This is an optimization exercise on Yosys and OpenROAD, whose aim is small area, a short achievable clock period and few clock cycles per item, not a production implementation.
The RTL was checked by simulation tests, not by an equivalence proof against the original design.

File: config.mk
export PLATFORM = sky130hd
export DESIGN_NAME = alu_arbiter
export DESIGN_NICKNAME = alu_arbiter
export VERILOG_FILES = /design/flow/design.v
export SDC_FILE = /design/flow/constraint.sdc
export NUM_CORES = 4
export LEC_CHECK = 0
export CAP_MARGIN = 20
export CORE_MARGIN = 2
export CORE_UTILIZATION = 40
export SLEW_MARGIN = 20
File: constraint.sdc
create_clock -name core_clock -period 9.0 [get_ports {clk_i}]
set_input_delay 1.8000 -clock core_clock [delete_from_list [all_inputs] [get_ports {clk_i}]]
set_output_delay 1.8000 -clock core_clock [all_outputs]
set_load 0.01 [all_outputs]
File: design.v
module alu_arbiter_alu (
    input  logic [2:0]  op_i,
    input  logic [31:0] src1_i,
    input  logic [31:0] src2_i,
    output logic [31:0] res_o
);
    logic [4:0] shamt;
    assign shamt = src2_i[4:0];
    always_comb begin
        res_o = 32'd0;
        case (op_i)
            3'b000:  res_o = src1_i & src2_i;
            3'b001:  res_o = src1_i ^ src2_i;
            3'b010:  res_o = src1_i << shamt;
            3'b011:  res_o = src1_i + src2_i;
            3'b100:  res_o = src1_i - src2_i;
            3'b101:  res_o = src1_i * src2_i;
            3'b110:  res_o = src1_i + src2_i;
            3'b111:  res_o = 32'($signed(src1_i) >>> shamt);
            default: res_o = 32'd0;
        endcase
    end
endmodule
module alu_arbiter #(
    parameter int unsigned MUL_LAT = 3
) (
    input  logic        clk_i,
    input  logic        rst_i,
    input  logic        req0_valid_i,
    output logic        req0_ready_o,
    input  logic [2:0]  req0_op_i,
    input  logic [31:0] req0_src1_i,
    input  logic [31:0] req0_src2_i,
    input  logic        req1_valid_i,
    output logic        req1_ready_o,
    input  logic [2:0]  req1_op_i,
    input  logic [31:0] req1_src1_i,
    input  logic [31:0] req1_src2_i,
    output logic        rsp_valid_o,
    input  logic        rsp_ready_i,
    output logic        rsp_id_o,
    output logic [31:0] rsp_result_o,
    output logic        busy_o
);
    localparam logic [2:0] OP_MUL = 3'b101;
    typedef enum logic [1:0] {
        IDLE = 2'd0,
        EXEC = 2'd1,
        DONE = 2'd2
    } state_t;
    state_t      state_q;
    state_t      state_d;
    logic        last_grant_q;
    logic        grant;
    logic        accept;
    logic        exec_done;
    logic [2:0]  sel_op;
    logic [31:0] sel_src1;
    logic [31:0] sel_src2;
    logic [3:0]  cnt_load;
    logic [2:0]  op_q;
    logic [31:0] src1_q;
    logic [31:0] src2_q;
    logic        id_q;
    logic [3:0]  cnt_q;
    logic [31:0] alu_res;
    always_comb begin
        grant = 1'b0;
        if (req0_valid_i && req1_valid_i) begin
            grant = ~last_grant_q;
        end else if (req1_valid_i) begin
            grant = 1'b1;
        end else begin
            grant = 1'b0;
        end
    end
    assign sel_op   = grant ? req1_op_i   : req0_op_i;
    assign sel_src1 = grant ? req1_src1_i : req0_src1_i;
    assign sel_src2 = grant ? req1_src2_i : req0_src2_i;
    assign cnt_load = (sel_op == OP_MUL) ? 4'(MUL_LAT - 1) : 4'd0;
    always_ff @(posedge clk_i or posedge rst_i) begin
        if (rst_i) begin
            state_q <= IDLE;
        end else begin
            state_q <= state_d;
        end
    end
    always_comb begin
        state_d      = state_q;
        req0_ready_o = 1'b0;
        req1_ready_o = 1'b0;
        accept       = 1'b0;
        exec_done    = 1'b0;
        case (state_q)
            IDLE: begin
                if (req0_valid_i || req1_valid_i) begin
                    accept = 1'b1;
                    if (grant) begin
                        req1_ready_o = 1'b1;
                    end else begin
                        req0_ready_o = 1'b1;
                    end
                    state_d = EXEC;
                end
            end
            EXEC: begin
                if (cnt_q == 4'd0) begin
                    exec_done = 1'b1;
                    state_d   = DONE;
                end
            end
            DONE: begin
                if (rsp_ready_i) begin
                    state_d = IDLE;
                end
            end
            default: begin
                state_d = IDLE;
            end
        endcase
    end
    always_ff @(posedge clk_i or posedge rst_i) begin
        if (rst_i) begin
            op_q         <= 3'd0;
            src1_q       <= 32'd0;
            src2_q       <= 32'd0;
            id_q         <= 1'b0;
            last_grant_q <= 1'b1;
            cnt_q        <= 4'd0;
        end else begin
            if (accept) begin
                op_q         <= sel_op;
                src1_q       <= sel_src1;
                src2_q       <= sel_src2;
                id_q         <= grant;
                last_grant_q <= grant;
                cnt_q        <= cnt_load;
            end else if ((state_q == EXEC) && (cnt_q != 4'd0)) begin
                cnt_q <= cnt_q - 4'd1;
            end
        end
    end
    always_ff @(posedge clk_i or posedge rst_i) begin
        if (rst_i) begin
            rsp_result_o <= 32'd0;
            rsp_id_o     <= 1'b0;
        end else if (exec_done) begin
            rsp_result_o <= alu_res;
            rsp_id_o     <= id_q;
        end
    end
    alu_arbiter_alu u_alu (
        .op_i   (op_q),
        .src1_i (src1_q),
        .src2_i (src2_q),
        .res_o  (alu_res)
    );
    assign rsp_valid_o = (state_q == DONE);
    assign busy_o      = (state_q != IDLE);
endmodule
File: run.sh
#!/bin/bash
# synth_recipe.tcl (not shown) runs the flow's synth.tcl, then flattens the netlist and writes it again
# the make line also repeats each setting of config.mk as NAME=value (left out here)
make -C /OpenROAD-flow-scripts/flow DESIGN_CONFIG=/design/flow/config.mk WORK_HOME=/design/flow/orfs CLKGATE_MAP_FILE= SYNTH_SCRIPT=/design/flow/synth_recipe.tcl finish
==> reports/qor.csv <==
metric,value,unit
Main synth FF type,dfrtp_1,
"Seq/Total Area, Yosys",9.92,%
Worst-Skew Late Latency,0.41,ns
worst hold start,rsp_result_o[16],
cell taking the most area after synthesis,fa_1,
Min-Delay Endpoint,rsp_result_o[16],
Unique masters post-synth,83,
H-tree Lvls,3,
largest net degree at the start of global routing,86,
global-route usage over all layers,29.3,%
Max Root-Sink Buffers,2,
DRT Wirelength,99.7,mm
Die H,265,um
fin. max-slew vios,0,
synth-to-layout area growth,11.1,%
Synth async-reset ratio,100,%
R2R Setup Slk,1.05,ns
crit path kind,reg2reg,
"top cells by area, synth","fa_1 (30%), dfrtp_1 (9.8%), ha_1 (8.6%)",
setup TNS,0,ns
reg-to-reg endpoint,rsp_result_o[30],
Final Wtd Congestion,0.998,
worst path required time,9.31,ns
reg2reg start,src1_q[10],
Final Hold Viols,0,
Worst Max-Slew Pin Slew,1.11,ns
Max Cap Viol,0,
1st-iter DRT viols,2316,
number of global-route vias before repair,23900,
Ys Warns,2,
final setup fails,0,
Top Family by Delay on Critical Path,adder cells,
crit path time final,7.95,ns
crit-path most repeated cell,fa_1,
Yosys top cell area share,30.0,%
area post-placement,29900,um2
crit path capture type,register,
hpwl dp,79.5,mm
num ports,176,
CTS sink count,108,
Fmax,126,MHz
element type at the critical path start,register,
Clock Pin Slew Worst Setup and Hold Paths,0.09,ns
Mapped Cells,3148,
synthesized flop and latch total,108,
layout cells sized above 1,6.12,%
CP Cell Sequence,and2_1 > fa_1 > fa_1 > fa_1 > inv_1 > fa_1 > inv_1 > fa_1 > inv_1 > fa_1 > inv_1 > fa_1 > fa_1 > ha_1 > or3_1 > a31oi_1 > nor2_1 > a21boi_1 > a21boi_2 > o21ai_1 > o41ai_2 > mux2i_1 > a31oi_1 > a211o_1,
worst relative slew slack,26.2,%
Post-synth EDFFs,0,
Congestion Overflow GR,0,
Hold Buf Count CTS,0,
effective utilization at floorplan,40.5,%
# port buffers,175,
fin crit share,88.3,%
hold path depth,2,
Worst path max stage delay,1.02,ns
HP Class,reg2reg,
CTS tree,built,
Avg Inst Size Synth,8.66,um2
Die X,265,um
Post-CTS Setup Bufs,0,
"Slowest-stage cell, CP",dfrtp_1,
Final Skew,0.0219,ns
Worst Path Arrival,8.26,ns
row count,95,
wire per inst,24.4,um
"Net Count, Synth",3884,
status,finished clean,
fillers,6711,
nets,3935,
post-route ant nets,0,
initial antenna violation count,4,
post-DR vias/cell,5.74,
final core utilization,45.0,%
CTS Root Cell,clkbuf_16,
Die Area,70200,um2
first-pass GRT wire length,153,mm
Detailed Routing Iterations Pass 1,6,
core area,67300,um2
CP Max Fanout,22,
routed via count,23400,
# DRC,0,
Mapped Area,27300,um2
RSZ-0062 raised after global routing,false,
"Non-Filler Cell Area, Final",30300,um2
Num CTS Buffers,9,
Resized cells post-CTS,0,
worst path bufs/invs,4,
path depth of the worst reg2reg path,24,
## sequential cells by signal (all words and copies together) (netlist names)
signal        count
cnt_q             4
id_q              1
src2_q           32
rsp_id_o          1
last_grant_q      1
rsp_result_o     32
state_q           2
op_q              3
src1_q           32
## cells in the final DEF, fill, tap and decap left out, drive strengths merged, types with 37 or more instances in the layout
cell type and instances:
xnor2 97, buf 88, xor2 42, clkdlybuf4s50 175
nor2 149, o21ai 206, and2 302, fa 409
nand2 387, a21oi 122, mux2i 127, mux4 50
nor3 37, dfrtp 107, inv 410, ha 188
## Yosys cell counts (36+ instances only)
| cell type | instances |
|---|---|
| nor3_1 | 36 |
| inv_1 | 406 |
| mux2i_1 | 127 |
| nor2_1 | 148 |
| o21ai_0 | 150 |
| a21oi_1 | 122 |
| o21ai_1 | 54 |
| xor2_1 | 42 |
| xnor2_1 | 97 |
| fa_1 | 409 |
| ha_1 | 188 |
| dfrtp_1 | 107 |
| clkbuf_1 | 195 |
| mux4_2 | 50 |
| and2_1 | 302 |
| nand2_1 | 387 |
## cell families after synthesis
kind of cell / after synthesis / share of synthesized area, %
buf+inv: 632 / 8.88
simple gates: 972 / 17.3
mux: 180 / 8.92
flops: 108 / 9.92
fa+ha+maj: 597 / 38.7
xor+xnor: 139 / 4.47
compound gates: 520 / 11.8
## how the worst max path moves through the flow
stage	startpoint	end	slack, ns	cells after the start
2_1_floorplan	src2_q[4]	rsp_result_o[30]	1.37	26
3_3_place_gp	src1_q[10]	rsp_result_o[30]	1.17	24
3_5_place_dp	src2_q[8]	rsp_result_o[30]	1.11	26
4_1_cts	src1_q[10]	rsp_result_o[30]	1.09	24
5_1_grt	src1_q[10]	rsp_result_o[30]	0.66	24
6_report	src1_q[10]	rsp_result_o[30]	1.05	24
## metrics by stage
stage / worst slack, ns / hold slack [ns] / cells
3_5_place_dp: 1.11 / 0.466 / 4061
6_report: 1.05 / 0.487 / 4080
5_1_grt: 0.663 / 0.522 / 4077
3_3_place_gp: 1.17 / 0.460 / 4061
4_1_cts: 1.09 / 0.492 / 4077
2_1_floorplan: 1.37 / 0.439 / 3148
## worst register-to-register path, stage by stage, from the launching register on
cell and delay [ns]:
dfrtp_1 1.02, and2_1 0.26, fa_1 0.44, fa_1 0.43
fa_1 0.56, inv_1 0.06, fa_1 0.48, inv_1 0.05
fa_1 0.49, inv_1 0.06, fa_1 0.53, inv_1 0.05
fa_1 0.39, fa_1 0.47, ha_1 0.33, or3_1 0.39
a31oi_1 0.29, nor2_1 0.08, a21boi_1 0.13, a21boi_2 0.35
o21ai_1 0.17, o41ai_2 0.26, mux2i_1 0.23, a31oi_1 0.10
a211o_1 0.24
## routing by layer
| metal | up-vias | track usage (%) | routed length [um] |
|---|---|---|---|
| li1 | 10300 | - | - |
| met1 | 11800 | 41.1 | 42200 |
| met2 | 1196 | 44.4 | 43800 |
| met3 | 203 | 5.05 | 8890 |
| met4 | 2 | 12.7 | 4720 |
| met5 | - | 0 | 12 |
## cell type report
class                      count  area [um2]  share of cell area (%)
multi-input combinational   2408       22200                    73.2
sequential                   108        2720                    8.97
timing repair buffer         263        2420                    8.01
inverter                     409        1540                    5.08
tap                          873        1090                    3.61
clock buffer                   9         225                   0.744
clock inverter                 7         106                   0.351
antenna                        3        7.51                  0.0248
Testbench counts, summed over its fixed seeds: cycles 7,838, items 2,400.

static timing again, ports no longer ideal:
The flow's constraints put no driver on any port. The routed layout listed below was extracted and timed again, unchanged, in two steps. Step 1, drivers: a clkbuf_16 drives clk_i and a buf_2 each remaining input, both assumed. Step 2 moves the port delays by t, midway between the first and last clock arrival at a register: inputs arrive t later, outputs are due t later. That takes back most of the time a late clock gives input paths. a / b / c = ideal / step 1 / step 2; a / b = the first two.
shift t [ns]: 0.464
setup slack, ns: 1.049 / 1.049 / 1.049
worst setup path after step 2: register to register
worst slew at a driven data input, ns: 0.07
cell pins on the clock port's net: 1
After both steps setup and hold are still met in this run. For this run, drivers alone change the setup slack by 0.000 ns; drivers and shift together by 0.000 ns.
